From an optimization exercise on the open Yosys and OpenROAD flow, aimed at small area; shortcuts taken in it are not production practice.
Function was checked by simulation only, so behaviour that the tests miss may differ from the original.
Power figures rest on the tool's default switching activity, not on a simulated workload.

`flow/run.sh`:
```
#!/bin/bash
# synth_recipe.tcl (not shown) runs the flow's synth.tcl, then flattens the netlist and writes it again
# the make line also repeats each setting of config.mk as NAME=value (left out here)
make -C /OpenROAD-flow-scripts/flow DESIGN_CONFIG=/design/flow/config.mk WORK_HOME=/design/flow/orfs CLKGATE_MAP_FILE= SYNTH_SCRIPT=/design/flow/synth_recipe.tcl finish
```
`flow/config.mk`:
```
export PLATFORM = sky130hd
export DESIGN_NAME = ssc_tx_chan
export DESIGN_NICKNAME = ssc_tx_chan
export VERILOG_FILES = /design/flow/design.v
export SDC_FILE = /design/flow/constraint.sdc
export NUM_CORES = 4
export LEC_CHECK = 0
export CAP_MARGIN = 20
export CORE_MARGIN = 2
export CORE_UTILIZATION = 40
export SLEW_MARGIN = 20
```
`flow/constraint.sdc`:
```
create_clock -name core_clock -period 9.0 [get_ports {clk}]
set_input_delay 1.8000 -clock core_clock [delete_from_list [all_inputs] [get_ports {clk}]]
set_output_delay 1.8000 -clock core_clock [all_outputs]
set_load 0.01 [all_outputs]
```
`flow/design.v`:
```
package ssc_pkg;
    localparam logic [15:0] OFF_CTRL = 16'h00;
    localparam logic [15:0] OFF_CADD = 16'h04;
    localparam logic [15:0] OFF_CPH  = 16'h08;
    localparam logic [15:0] OFF_CHF  = 16'h0C;
    localparam logic [15:0] OFF_CHPH = 16'h10;
    localparam logic [15:0] OFF_PRN  = 16'h14;
    localparam logic [15:0] OFF_AMP  = 16'h18;
    localparam logic [15:0] OFF_SCNT = 16'h1C;
    localparam logic [15:0] OFF_ECNT = 16'h20;
    localparam logic [15:0] OFF_STAT = 16'h24;
    localparam int HOB_MSB   = 31;
    localparam int POLY_MSB  = 27;
    localparam int STATE_MSB = 13;
    localparam int HOB_W     = 4;
    localparam int POLY_W    = 14;
    localparam int STATE_W   = 14;
    localparam logic signed [15:0] SAT_HI = 16'sh7FFF;
    localparam logic signed [15:0] SAT_LO = 16'sh8001;
    typedef enum logic [3:0] {
        SEL_CTRL, SEL_CADD, SEL_CPH, SEL_CHF, SEL_CHPH,
        SEL_PRN, SEL_AMP, SEL_SCNT, SEL_ECNT, SEL_STAT, SEL_NONE
    } reg_sel_e;
endpackage
import ssc_pkg::*;
module ssc_prn_step
(
    input  logic [HOB_W-1:0]   hob_i,
    input  logic [POLY_W-1:0]  poly_i,
    input  logic [STATE_W-1:0] state_i,
    output logic [STATE_W-1:0] state_o,
    output logic               bit_o
);
    logic [STATE_W-1:0] mask;
    always_comb begin
        mask    = STATE_W'(1) << hob_i;
        bit_o   = |(state_i & mask);
        state_o = ((state_i & ~mask) << 1) ^ (bit_o ? poly_i : '0);
    end
endmodule
module ssc_sin_rom #(
    parameter int AW = 13
) (
    input  logic          clk,
    input  logic          rst,
    input  logic [AW-1:0] addr_i,
    output logic [15:0]   data_o
);
    localparam int SH = 2 * AW - 15;
    logic [AW+1:0]   ax, cx;
    logic [2*AW+3:0] prod;
    always_comb begin
        ax   = {2'b00, addr_i};
        cx   = {1'b1, {(AW + 1){1'b0}}} - ax;
        prod = (2*AW+4)'(ax) * (2*AW+4)'(cx);
    end
    always_ff @(posedge clk or posedge rst) begin
        if (rst) data_o <= '0;
        else     data_o <= 16'(prod >> SH);
    end
endmodule
import ssc_pkg::*;
module ssc_tx_chan
#(
    parameter logic [15:0] BASE   = 16'h0800,
    parameter int          SIN_AW = 13
) (
    input  logic        clk,
    input  logic        rst,
    input  logic [31:0] addr,
    input  logic [31:0] Wdata,
    input  logic        write,
    input  logic        read,
    output logic [31:0] Rdata,
    input  logic        tick,
    output logic [15:0] DAC,
    output logic        pushDAC,
    output logic        epoch
);
    localparam int STAGES = 3;
    ssc_pkg::reg_sel_e sel;
    logic [15:0] off;
    logic        unused_addr;
    logic        run_q;
    logic [31:0] cadd_q, cph_q, chf_q, chph_q, prn_q, scnt_q, ecnt_q;
    logic [15:0] amp_q;
    logic        stat_q, rd_stat_q, epoch_q;
    logic               adv, prn_edge, epoch_set, ctrl_b1;
    logic [31:0]        cph_sum, chph_sum;
    logic [STATE_W-1:0] prn_nxt;
    logic               prn_bit;
    logic [STAGES-1:0]        vld_pipe;
    logic [SIN_AW-1:0]        rom_addr;
    logic [15:0]              sv;
    logic                     neg1_q;
    logic signed [15:0]       s2_q;
    logic signed [32:0]       prod;
    logic signed [18:0]       dith, s3_sum;
    logic [15:0]              dac_q;
    function automatic logic [15:0] sat16(input logic signed [18:0] v);
        if (v > 19'sd32767)       sat16 = SAT_HI;
        else if (v < -19'sd32767) sat16 = SAT_LO;
        else                      sat16 = v[15:0];
    endfunction
    assign unused_addr = ^addr[31:16];
    always_comb begin
        off = addr[15:0] - BASE;
        case (off)
            OFF_CTRL: sel = SEL_CTRL;
            OFF_CADD: sel = SEL_CADD;
            OFF_CPH:  sel = SEL_CPH;
            OFF_CHF:  sel = SEL_CHF;
            OFF_CHPH: sel = SEL_CHPH;
            OFF_PRN:  sel = SEL_PRN;
            OFF_AMP:  sel = SEL_AMP;
            OFF_SCNT: sel = SEL_SCNT;
            OFF_ECNT: sel = SEL_ECNT;
            OFF_STAT: sel = SEL_STAT;
            default:  sel = SEL_NONE;
        endcase
    end
    assign adv      = tick && run_q;
    assign cph_sum  = cph_q + cadd_q;
    assign chph_sum = chph_q + chf_q;
    assign prn_edge = adv && chph_sum[31] && !chph_q[31];
    assign epoch_set = prn_edge && !(write && sel == SEL_PRN) && (prn_nxt == 14'h0001);
    ssc_prn_step u_prn (
        .hob_i   (prn_q[HOB_MSB -: HOB_W]),
        .poly_i  (prn_q[POLY_MSB -: POLY_W]),
        .state_i (prn_q[STATE_MSB:0]),
        .state_o (prn_nxt),
        .bit_o   (prn_bit)
    );
    always_ff @(posedge clk or posedge rst) begin
        if (rst) begin
            run_q     <= 1'b0;
            cadd_q    <= '0;
            cph_q     <= '0;
            chf_q     <= '0;
            chph_q    <= '0;
            prn_q     <= '0;
            amp_q     <= '0;
            scnt_q    <= '0;
            ecnt_q    <= '0;
            stat_q    <= 1'b0;
            rd_stat_q <= 1'b0;
            epoch_q   <= 1'b0;
        end else begin
            if (write && sel == SEL_CTRL) run_q  <= Wdata[0];
            if (write && sel == SEL_CADD) cadd_q <= Wdata;
            if (write && sel == SEL_CHF)  chf_q  <= Wdata;
            if (write && sel == SEL_AMP)  amp_q  <= Wdata[15:0];
            if (write && sel == SEL_CPH)       cph_q <= Wdata;
            else if (adv)                      cph_q <= cph_sum;
            if (write && sel == SEL_CHPH)      chph_q <= Wdata;
            else if (adv)                      chph_q <= chph_sum;
            if (write && sel == SEL_PRN)       prn_q <= Wdata;
            else if (prn_edge)                 prn_q[STATE_MSB:0] <= prn_nxt;
            if (write && sel == SEL_SCNT)      scnt_q <= Wdata;
            else if (adv)                      scnt_q <= scnt_q + 32'd1;
            if (write && sel == SEL_ECNT)      ecnt_q <= Wdata;
            else if (epoch_set)                ecnt_q <= ecnt_q + 32'd1;
            epoch_q   <= epoch_set;
            rd_stat_q <= read && sel == SEL_STAT;
            if (epoch_set)                                   stat_q <= 1'b1;
            else if (read && sel == SEL_STAT && !rd_stat_q)  stat_q <= 1'b0;
        end
    end
    assign rom_addr = cph_q[30] ? ~cph_q[29 -: SIN_AW] : cph_q[29 -: SIN_AW];
    ssc_sin_rom #(.AW(SIN_AW)) u_rom (
        .clk    (clk),
        .rst    (rst),
        .addr_i (rom_addr),
        .data_o (sv)
    );
    assign ctrl_b1 = 1'b0;
    assign dith    = '0;
    assign prod   = 33'(s2_q) * 33'($signed({1'b0, amp_q}));
    assign s3_sum = 19'(prod >>> 15) + dith;
    always_ff @(posedge clk or posedge rst) begin
        if (rst) begin
            vld_pipe <= '0;
            neg1_q   <= 1'b0;
            s2_q     <= '0;
            dac_q    <= '0;
        end else begin
            vld_pipe <= {vld_pipe[STAGES-2:0], adv};
            if (adv)         neg1_q <= cph_q[31] ^ prn_bit;
            if (vld_pipe[0]) s2_q   <= neg1_q ? -$signed(sv) : $signed(sv);
            if (vld_pipe[1]) dac_q  <= sat16(s3_sum);
        end
    end
    assign DAC     = dac_q;
    assign pushDAC = vld_pipe[STAGES-1];
    assign epoch   = epoch_q;
    always_comb begin
        Rdata = '0;
        if (read) begin
            case (sel)
                SEL_CTRL: Rdata = {30'b0, ctrl_b1, run_q};
                SEL_CADD: Rdata = cadd_q;
                SEL_CPH:  Rdata = cph_q;
                SEL_CHF:  Rdata = chf_q;
                SEL_CHPH: Rdata = chph_q;
                SEL_PRN:  Rdata = prn_q;
                SEL_AMP:  Rdata = {16'b0, amp_q};
                SEL_SCNT: Rdata = scnt_q;
                SEL_ECNT: Rdata = ecnt_q;
                SEL_STAT: Rdata = {31'b0, stat_q};
                default:  Rdata = '0;
            endcase
        end
    end
endmodule
```
==> results.sh <==
export IMPL_synth_seq_area_share_pct=22.5
export IMPL_worstHoldPathType="reg2reg"
export IMPL_cts_resized=0
export IMPL_die_area_um2=84500
export IMPL_max_cap_violations=0
export IMPL_clk_latency_ps=560
export IMPL_async_flop_share_pct=100
export IMPL_place_inst=4694
export IMPL_regArea_um2=7410
export IMPL_synth_avg_cell_area_um2=9.03
export IMPL_fmax_mhz=124
export IMPL_cts_sinks=296
export IMPL_rsz0062_at_grt="false"
export IMPL_synth_top_cell_area_share_pct=22.5
export IMPL_yosysUniqueCellTypes=82
export IMPL_max_slew_margin_pct=29.4
export IMPL_top_usage_layer="met2"
export IMPL_slew_violations=0
export IMPL_routedWlPerCell_um=19.2
export IMPL_layout_nets=4334
export IMPL_place_gp_congestion=0.934
export IMPL_drive_gt1_share_pct=7.34
export IMPL_grt_met3_usage_pct=2.78
export IMPL_synth_most_common_cell="inv_1"
export IMPL_setup_worst_path_class="reg2reg"
export IMPL_ir_drop_v=0.000109
export IMPL_antenna_left=0
export IMPL_vias_per_cell=5.42
export IMPL_cp_arrival_ps=8520
export IMPL_cts_tree="built"
export IMPL_core_um2=81700
export IMPL_start_util_pct=40.2
export IMPL_antenna_found_initial=0
export IMPL_finalNonFillerCells=4760
export IMPL_syn_inst=3641
export IMPL_power_leakage_nw=17.2
export IMPL_vias=25800
export IMPL_p_per_area_nw_per_um2=81.3
export IMPL_ioPinCount=119
export IMPL_met2_usage_pct=35.4
export IMPL_cts_root_buf="clkbuf_16"
export IMPL_cp_required_ps=9470
export IMPL_fin_util_pct=44.2
export IMPL_path_clk_slew_ps=60
export IMPL_port_buffers=102
export IMPL_post_cts_buffers=0
export IMPL_ys_flop_type="dfrtp_1"
export IMPL_fp_dieH_um=291
export IMPL_syn_area_um2=32900
export IMPL_drc_errors=0
export IMPL_worst_slack_ps=948
export IMPL_grt_pass1_wl_mm=148
export IMPL_multi_input_area_um2=23100
export IMPL_hold_ws_ps=497
export IMPL_row_count=105
export IMPL_synth_seq_cells=296
export IMPL_grt_start_max_net_pins=77
export IMPL_critPathMaxFanout=19
export IMPL_cp_end_kind="flop"
export IMPL_finalHoldViolCount=0
export IMPL_gr_usage_all_layers_pct=21.8
export IMPL_num_antenna_cells=0
export IMPL_fin_crit_ps=8050
export IMPL_post_place_ws_ps=1010
export IMPL_area_delta_synth_final_pct=9.85
export IMPL_synth_common_cells="inv_1 (461), nand2_1 (397), fa_1 (336)"
export IMPL_tns_ps=0
export IMPL_fill_cells=8036
export IMPL_clockBufferDepth=3
export IMPL_status="finished clean"
export IMPL_cts_buffers=37
export IMPL_synthTopCellsByArea="dfrtp_1 (23%), fa_1 (20%), ha_1 (10%)"
export IMPL_synth_top_area_cell="dfrtp_1"
export IMPL_startpoint_type="flop"
export IMPL_fin_crit_sh_pct=89.5
export IMPL_dpl_hpwl_mm=70.2
export IMPL_yosys_warnings=3
export IMPL_grt_pass1_vias=26000
export IMPL_setup_viol=0
export IMPL_firstDrtPassIters=8
export IMPL_worst_slew_pin_slew_ps=1060
export IMPL_synth_edff_count=0
export IMPL_htreeDepth=2
export IMPL_cts_hold_buf=0
export IMPL_overflow=0
export IMPL_wl_mm=91.5
export IMPL_fin_skew_ps=24.1
export IMPL_drt_iter0_markers=1861
export IMPL_die_width_um=291
export IMPL_met1_usage_pct=30.9
## flip-flops by register name (all words and copies together), names as in the netlist
register and cells:
cadd_q 32, cph_q 32, run_q 1, scnt_q 32
stat_q 1, chf_q 32, amp_q 16, u_rom.data_o 16
chph_q 32, dac_q 16, vld_pipe 3, epoch_q 1
rd_stat_q 1, s2_q 16, ecnt_q 32, prn_q 32
neg1_q 1
## logic make-up (layout without fill, tap and decap cells)
kind of cell	count (synthesis)	count (layout)	synth area share, %
mux	138	138	4.68
buf+inv	632	673	7.33
flops	296	296	22.5
simple gates	1105	1105	16.5
xor+xnor	189	189	5.04
fa+ha+maj	601	601	30.6
compound gates	678	678	13.3
other cells	2	10	0.0229
## power breakdown
part / switching (W) / internal [W] / leakage [nW]
Clock: 0.000624 / 0.000822 / 0.558
Sequential: 0.00000557 / 0.00133 / 4.10
Combinational: 0.0000958 / 0.0000515 / 12.5
## cell usage in the layout (no fill, tap or decap), types with 8 or more instances in the layout
master           instances
conb_1                  10
nor4b_1                  9
a22oi_1                 55
o211ai_1                14
a211oi_1                10
mux2i_1                 14
nand3_1                 43
or2_2                   12
clkdlybuf4s50_1        102
and4_1                  17
a21o_1                  43
clkbuf_1                13
nor3_1                  32
a222oi_1                37
nand2_1                395
o22ai_1                  8
and3_1                  24
and2_1                 132
nand2b_1               114
a31oi_1                 52
o21ai_0                153
a21oi_1                165
o21bai_1                14
nor4_1                   9
fa_1                   336
o21ai_1                 22
xor2_1                 105
clkbuf_16               39
nand4_1                 32
nor2_1                 213
mux2_2                 123
nor2b_1                 20
buf_4                   42
xnor2_1                 83
dfrtp_1                296
ha_1                   265
inv_1                  459
o21a_1                  31
or3_1                   14
## layout make-up
class | count | share of cell area (%)
clock inverter | 10 | 0.180
timing repair buffer | 145 | 3.76
clock buffer | 55 | 2.95
multi-input combinational | 2721 | 64.1
inverter | 463 | 4.82
tap | 1070 | 3.71
sequential | 296 | 20.5
## per-stage QoR
stage / total power [W] / area (um2)
after floorplan: 0.00144 / 32900
final: 0.00293 / 36100
after CTS: 0.00297 / 36100
after detailed placement: 0.00151 / 34900
after global routing: 0.00304 / 36100
after global placement: 0.00151 / 34900
## path summary, 6_finish.rpt
| path | start | cells past startpoint | end | slack, ps |
|---|---|---|---|---|
| setup / recovery | cph_q[30] | 22 | u_rom.data_o[15] | 950 |
| hold / removal | rd_stat_q | 2 | stat_q | 500 |
| setup reg to reg | cph_q[30] | 22 | u_rom.data_o[15] | 950 |
| hold reg to reg | rd_stat_q | 2 | stat_q | 500 |
| max in group asynchronous | rst | 4 | prn_q[22] | 5440 |
| min in group asynchronous | rst | 2 | dac_q[14] | 1600 |
## routing by layer
layer  up-vias  share of wire (%)
met2       611                 46
li1      12200                  -
met4         0                2.3
met3       128                4.8
met1     12900                 47
met5         -                  0
## critical path: stages, from the launching register on
cell	delay, ps
dfrtp_1	710
xnor2_1	950
inv_1	360
ha_1	540
nand2b_1	240
fa_1	550
inv_1	50
fa_1	480
fa_1	520
inv_1	50
fa_1	510
fa_1	510
inv_1	40
ha_1	170
a2111oi_0	330
o21bai_1	210
a31o_2	340
a221o_1	350
and4_1	230
nor4_1	310
o31ai_1	160
a21oi_1	190
xnor2_1	140

==> separate check: timing with driven ports <==
How much do the figures lean on ideal ports? The routed layout below was timed once more, with nothing changed but the port constraints. Step 1 sets driving cells, clkbuf_16 on the clock port and buf_2 on the other inputs (assumed; they add their load-dependent delay and slew). Step 2 also shifts input and output timing later by t, the mid clock arrival at the registers, as if the neighbouring blocks saw the same clock. Three values: ideal ports, drivers, drivers and shift; two values: the first two.
t, ns: 0.605
setup slack, ns: 0.948 / 0.948 / 0.948
worst setup path at the end: register to register
cell pins on the clock port's net: 1
After both steps setup and hold are still met in this run. For this run, drivers alone change the setup slack by 0.000 ns; drivers and shift together by 0.000 ns.
